This is an optimization exercise on Yosys and OpenROAD, whose aim is small area and few clock cycles per item, not a production implementation.
In this exercise RTL edits were held to simulation tests only and were not proved equivalent to the original.
Power figures rest on the tool's default switching activity, not on a simulated workload.

==> flow/design.v <==
package sle_pkg;
  localparam logic [1:0] OP_INSERT   = 2'd0;
  localparam logic [1:0] OP_REMOVE   = 2'd1;
  localparam logic [1:0] OP_CONTAINS = 2'd2;
  localparam logic [1:0] OP_READ     = 2'd3;
  localparam logic [2:0] ST_OK        = 3'd0;
  localparam logic [2:0] ST_EMPTY     = 3'd1;
  localparam logic [2:0] ST_NOT_FOUND = 3'd2;
  localparam logic [2:0] ST_FULL      = 3'd3;
  localparam logic [2:0] ST_OOB       = 3'd4;
  localparam int FIELD_W = 16;
  localparam int INDEX_W = 4;
  localparam int COUNT_W = 5;
  localparam int READ_SLOTS = 16;
  typedef struct packed {
    logic ins;
    logic rem;
  } sle_cmd_t;
endpackage
module sle_cell #(
  parameter int VALUE_WIDTH = 16
) (
  input  logic                   clk,
  input  sle_pkg::sle_cmd_t      cmd,
  input  logic [VALUE_WIDTH-1:0] key,
  input  logic                   valid,
  input  logic [VALUE_WIDTH-1:0] left_value,
  input  logic                   left_lt,
  input  logic [VALUE_WIDTH-1:0] right_value,
  output logic [VALUE_WIDTH-1:0] value,
  output logic                   lt,
  output logic                   eq
);
  logic [VALUE_WIDTH-1:0] value_next;
  assign lt = valid && (value < key);
  assign eq = valid && (value == key);
  logic sel_key, sel_left, sel_right, sel_hold;
  always_comb begin
    sel_key    = cmd.ins && !lt && left_lt;
    sel_left   = cmd.ins && !lt && !left_lt;
    sel_right  = cmd.rem && !lt;   
    sel_hold   = lt || !(cmd.ins || cmd.rem);
    value_next = ({VALUE_WIDTH{sel_key}}   & key)
               | ({VALUE_WIDTH{sel_left}}  & left_value)
               | ({VALUE_WIDTH{sel_right}} & right_value)
               | ({VALUE_WIDTH{sel_hold}}  & value);
  end
  always_ff @(posedge clk) begin
    value <= value_next;
  end
endmodule
import sle_pkg::*;
module sorted_list_engine #(
  parameter int DEPTH       = 16,
  parameter int VALUE_WIDTH = 16
) (
  input  logic        clk,
  input  logic        rst,
  input  logic        s_tvalid,
  output logic        s_tready,
  input  logic [23:0] s_tdata,   
  input  logic [1:0]  s_tuser,   
  output logic        m_tvalid,
  input  logic        m_tready,
  output logic [23:0] m_tdata,   
  output logic [3:0]  m_tuser    
);
  localparam int CW = $clog2(DEPTH + 1);
  localparam int XW = (CW > INDEX_W) ? CW : INDEX_W;
  logic [CW-1:0]          cnt;
  logic [CW-1:0]          cnt_next;
  logic                   accept;
  logic [1:0]             op;
  logic [INDEX_W-1:0]     idx;
  logic [VALUE_WIDTH+FIELD_W-1:0] key_ext;
  logic [VALUE_WIDTH-1:0] key;
  logic                   full;
  logic                   present;
  sle_pkg::sle_cmd_t      cmd;
  logic [VALUE_WIDTH-1:0] cell_val [DEPTH];
  logic [DEPTH-1:0]       cell_valid;
  logic [DEPTH-1:0]       cell_lt;
  logic [DEPTH-1:0]       cell_eq;
  logic [VALUE_WIDTH-1:0] rd_slot  [READ_SLOTS];
  logic [VALUE_WIDTH-1:0] rd_val;
  logic [VALUE_WIDTH+FIELD_W-1:0] rd_ext;
  logic [VALUE_WIDTH+FIELD_W-1:0] rm_ext;
  logic [FIELD_W-1:0]     res_data;
  logic                   res_found;
  logic [2:0]             res_status;
  logic [CW+COUNT_W-1:0]  cnt_ext;
  assign accept  = s_tvalid && s_tready;
  assign s_tready = !m_tvalid || m_tready;
  assign op      = s_tuser;
  assign idx     = s_tdata[FIELD_W+INDEX_W-1:FIELD_W];
  assign key_ext = {{VALUE_WIDTH{1'b0}}, s_tdata[FIELD_W-1:0]};
  assign key     = key_ext[VALUE_WIDTH-1:0];
  assign full    = (cnt == CW'(DEPTH));
  assign present = |cell_eq;
  always_comb begin
    cmd.ins = accept && (op == OP_INSERT) && !full;
    cmd.rem = accept && (op == OP_REMOVE) && present;
  end
  genvar gi;
  generate
    for (gi = 0; gi < DEPTH; gi++) begin : g_cell
      logic [VALUE_WIDTH-1:0] lv;
      logic                   llt;
      logic [VALUE_WIDTH-1:0] rv;
      assign cell_valid[gi] = (cnt > CW'(gi));
      if (gi == 0) begin : g_first
        assign lv  = '0;
        assign llt = 1'b1;
      end else begin : g_inner
        assign lv  = cell_val[gi-1];
        assign llt = cell_lt[gi-1];
      end
      if (gi == DEPTH - 1) begin : g_last
        assign rv = '0;
      end else begin : g_body
        assign rv = cell_val[gi+1];
      end
      sle_cell #(.VALUE_WIDTH(VALUE_WIDTH)) u_cell (
        .clk         (clk),
        .cmd         (cmd),
        .key         (key),
        .valid       (cell_valid[gi]),
        .left_value  (lv),
        .left_lt     (llt),
        .right_value (rv),
        .value       (cell_val[gi]),
        .lt          (cell_lt[gi]),
        .eq          (cell_eq[gi])
      );
    end
    for (gi = 0; gi < READ_SLOTS; gi++) begin : g_slot
      if (gi < DEPTH) begin : g_used
        assign rd_slot[gi] = cell_val[gi];
      end else begin : g_unused
        assign rd_slot[gi] = '0;
      end
    end
  endgenerate
  assign rd_val = rd_slot[idx];
  assign rd_ext = {{FIELD_W{1'b0}}, rd_val};
  assign rm_ext = {{FIELD_W{1'b0}}, key};
  always_comb begin
    res_data   = '0;
    res_found  = 1'b0;
    res_status = ST_OK;
    cnt_next   = cnt;
    case (op)
      OP_INSERT: begin
        if (full) begin
          res_status = ST_FULL;
        end else begin
          res_found = 1'b1;
          cnt_next  = cnt + CW'(1);
        end
      end
      OP_REMOVE, OP_CONTAINS: begin
        if (cnt == '0) begin
          res_status = ST_EMPTY;
        end else if (!present) begin
          res_status = ST_NOT_FOUND;
        end else begin
          res_found = 1'b1;
          if (op == OP_REMOVE) begin
            res_data = rm_ext[FIELD_W-1:0];
            cnt_next = cnt - CW'(1);
          end
        end
      end
      OP_READ: begin
        if (XW'(idx) >= XW'(cnt)) begin
          res_status = ST_OOB;
        end else begin
          res_found = 1'b1;
          res_data  = rd_ext[FIELD_W-1:0];
        end
      end
      default: begin
        res_status = ST_OK;
      end
    endcase
  end
  assign cnt_ext = {{COUNT_W{1'b0}}, cnt};
  always_ff @(posedge clk) begin
    if (rst) begin
      cnt <= '0;
    end else if (accept) begin
      cnt <= cnt_next;
    end
  end
  always_ff @(posedge clk) begin
    if (rst) begin
      m_tvalid <= 1'b0;
    end else if (accept) begin
      m_tvalid <= 1'b1;
    end else if (m_tready) begin
      m_tvalid <= 1'b0;
    end
  end
  logic [FIELD_W-1:0] out_data;
  logic [3:0]         out_user;
  always_ff @(posedge clk) begin
    if (accept) begin
      out_data <= res_data;
      out_user <= {res_status, res_found};
    end
  end
  assign m_tdata = {3'b000, cnt_ext[COUNT_W-1:0], out_data};
  assign m_tuser = out_user;
endmodule
Settings: LEC_CHECK=0, CAP_MARGIN=20, CORE_MARGIN=2, CORE_UTILIZATION=50, CTS_BUF_LIST=sky130_fd_sc_hd__clkbuf_8, CTS_CLUSTER_DIAMETER=50, CTS_CLUSTER_SIZE=12, SLEW_MARGIN=20; clock period 5.0 ns.
standard.sh (not shown) runs the stock make flow with config.mk's settings and CLKGATE_MAP_FILE= SYNTH_SCRIPT=/design/flow/synth_recipe.tcl, a recipe that flattens the netlist after the stock synthesis.
==> flow/flow/run.sh <==
#!/bin/bash
# Own layout flow: the standard synthesis, then the combinational logic of
# its netlist re-mapped by ABC for the least area within a delay target, and sized for
# 1500 ps logic delay (registers, their
# names and cell types untouched), then the standard layout from there.
set -euo pipefail
R=orfs/results/$FLOW_PLATFORM/sorted_list_engine/base
LIB=$FLOW_HOME/platforms/$FLOW_PLATFORM/lib/sky130_fd_sc_hd__tt_025C_1v80.lib
bash standard.sh synth > log_synth.txt 2>&1
cp $R/1_2_yosys.v std_netlist.v
ABC_SCRIPT=$(cat flow/abc_script.txt)
yosys -p "read_liberty -ignore_miss_func $LIB; read_verilog std_netlist.v; hierarchy -top $FLOW_TOP; setattr -mod -set keep_hierarchy 1 sky130_fd_sc_hd__df* sky130_fd_sc_hd__edf* sky130_fd_sc_hd__sdf* sky130_fd_sc_hd__dl* sky130_fd_sc_hd__conb_1; flatten; opt_clean; tee -o remap_pre.txt stat -liberty $LIB; abc -liberty $LIB -dont_use sky130_fd_sc_hd__lpflow_bleeder_1 -dont_use sky130_fd_sc_hd__lpflow_clkbufkapwr_1 -dont_use sky130_fd_sc_hd__lpflow_clkbufkapwr_16 -dont_use sky130_fd_sc_hd__lpflow_clkbufkapwr_2 -dont_use sky130_fd_sc_hd__lpflow_clkbufkapwr_4 -dont_use sky130_fd_sc_hd__lpflow_clkbufkapwr_8 -dont_use sky130_fd_sc_hd__lpflow_clkinvkapwr_1 -dont_use sky130_fd_sc_hd__lpflow_clkinvkapwr_16 -dont_use sky130_fd_sc_hd__lpflow_clkinvkapwr_2 -dont_use sky130_fd_sc_hd__lpflow_clkinvkapwr_4 -dont_use sky130_fd_sc_hd__lpflow_clkinvkapwr_8 -dont_use sky130_fd_sc_hd__lpflow_decapkapwr_12 -dont_use sky130_fd_sc_hd__lpflow_decapkapwr_3 -dont_use sky130_fd_sc_hd__lpflow_decapkapwr_4 -dont_use sky130_fd_sc_hd__lpflow_decapkapwr_6 -dont_use sky130_fd_sc_hd__lpflow_decapkapwr_8 -dont_use sky130_fd_sc_hd__lpflow_inputiso0n_1 -dont_use sky130_fd_sc_hd__lpflow_inputiso0p_1 -dont_use sky130_fd_sc_hd__lpflow_inputiso1n_1 -dont_use sky130_fd_sc_hd__lpflow_inputiso1p_1 -dont_use sky130_fd_sc_hd__lpflow_inputisolatch_1 -dont_use sky130_fd_sc_hd__lpflow_isobufsrc_1 -dont_use sky130_fd_sc_hd__lpflow_isobufsrc_16 -dont_use sky130_fd_sc_hd__lpflow_isobufsrc_2 -dont_use sky130_fd_sc_hd__lpflow_isobufsrc_4 -dont_use sky130_fd_sc_hd__lpflow_isobufsrc_8 -dont_use sky130_fd_sc_hd__lpflow_isobufsrckapwr_16 -dont_use sky130_fd_sc_hd__lpflow_lsbuf_lh_hl_isowell_tap_1 -dont_use sky130_fd_sc_hd__lpflow_lsbuf_lh_hl_isowell_tap_2 -dont_use sky130_fd_sc_hd__lpflow_lsbuf_lh_hl_isowell_tap_4 -dont_use sky130_fd_sc_hd__lpflow_lsbuf_lh_isowell_4 -dont_use sky130_fd_sc_hd__lpflow_lsbuf_lh_isowell_tap_1 -dont_use sky130_fd_sc_hd__lpflow_lsbuf_lh_isowell_tap_2 -dont_use sky130_fd_sc_hd__lpflow_lsbuf_lh_isowell_tap_4 -dont_use sky130_fd_sc_hd__probe_p_8 -dont_use sky130_fd_sc_hd__probec_p_8  -D 1500 -script $ABC_SCRIPT; opt_clean -purge; tee -o remap_post.txt stat -liberty $LIB; select $FLOW_TOP; write_verilog -noattr -selected remap_netlist.v" > log_remap.txt 2>&1
cp remap_netlist.v $R/1_2_yosys.v
rm -f $R/1_synth.odb $R/1_synth.sdc
bash standard.sh > log_layout.txt 2>&1
Other scripts of this flow, unchanged in this note and not shown: flow/flow/abc_script.txt
The starting point completed, yet does not pass: setup timing.
Testbench counts at the start, summed over its fixed seeds: cycles 12,008, items 12,000.
Change:
--- a/flow/design.v
+++ b/flow/design.v
@@ -37,10 +37,10 @@
   logic sel_key, sel_left, sel_right, sel_hold;
   always_comb begin
     sel_key    = cmd.ins && !lt && left_lt;
     sel_left   = cmd.ins && !lt && !left_lt;
-    sel_right  = cmd.rem && !lt;   
-    sel_hold   = lt || !(cmd.ins || cmd.rem);
+    sel_right  = cmd.rem && valid && !lt;
+    sel_hold   = !(sel_key || sel_left || sel_right);
     value_next = ({VALUE_WIDTH{sel_key}}   & key)
                | ({VALUE_WIDTH{sel_left}}  & left_value)
                | ({VALUE_WIDTH{sel_right}} & right_value)
                | ({VALUE_WIDTH{sel_hold}}  & value);
Outcome:
- With this change the flow finished clean
- final area is higher by 4.4%
- routed wire length falls by 1.8%
- final cell count rose by 2.0%
- core utilization is higher by 0.34 points
- non-clock buffer count grows by 36
- count of clock-buffer cells in the layout goes down by 5
- global-route usage is lower by 4.3 points
- power is lower by 1.4%
- register-to-register slack is better by 0.07 ns
- maximum frequency goes up by 14%
- area after synthesis is higher by 5.1%
- first-iteration DRC count rose by 13%
Testbench counts after the change, summed over its fixed seeds: cycles 12,008, items 12,000.

==> static timing again, ports no longer ideal <==
How much do the figures lean on ideal ports? The routed layouts below were timed once more, with nothing changed but the port constraints.
Step 1 assumes that a clkbuf_16 drives the clock port and a buf_2 every other input.
Step 2 times the ports against the registers' clock, not the clock port: input delays grow and output delays shrink by t, the midpoint of the rising clock arrivals with the driver on.
Slacks: no drivers / after step 1 / after step 2; pairs: no drivers / after step 1.
run	shift t [ns]	setup WS [ns]	worst setup path at the end
the first run	0.744	-0.170 / -0.142 / -0.886	input to register
the second run	0.745	0.456 / 0.491 / -0.254	input to register
With both steps, setup timing fails in the second run, where it was met with ideal ports. For the first run, which loses most, drivers alone change the setup slack by +0.028 ns; drivers and shift together by -0.716 ns.
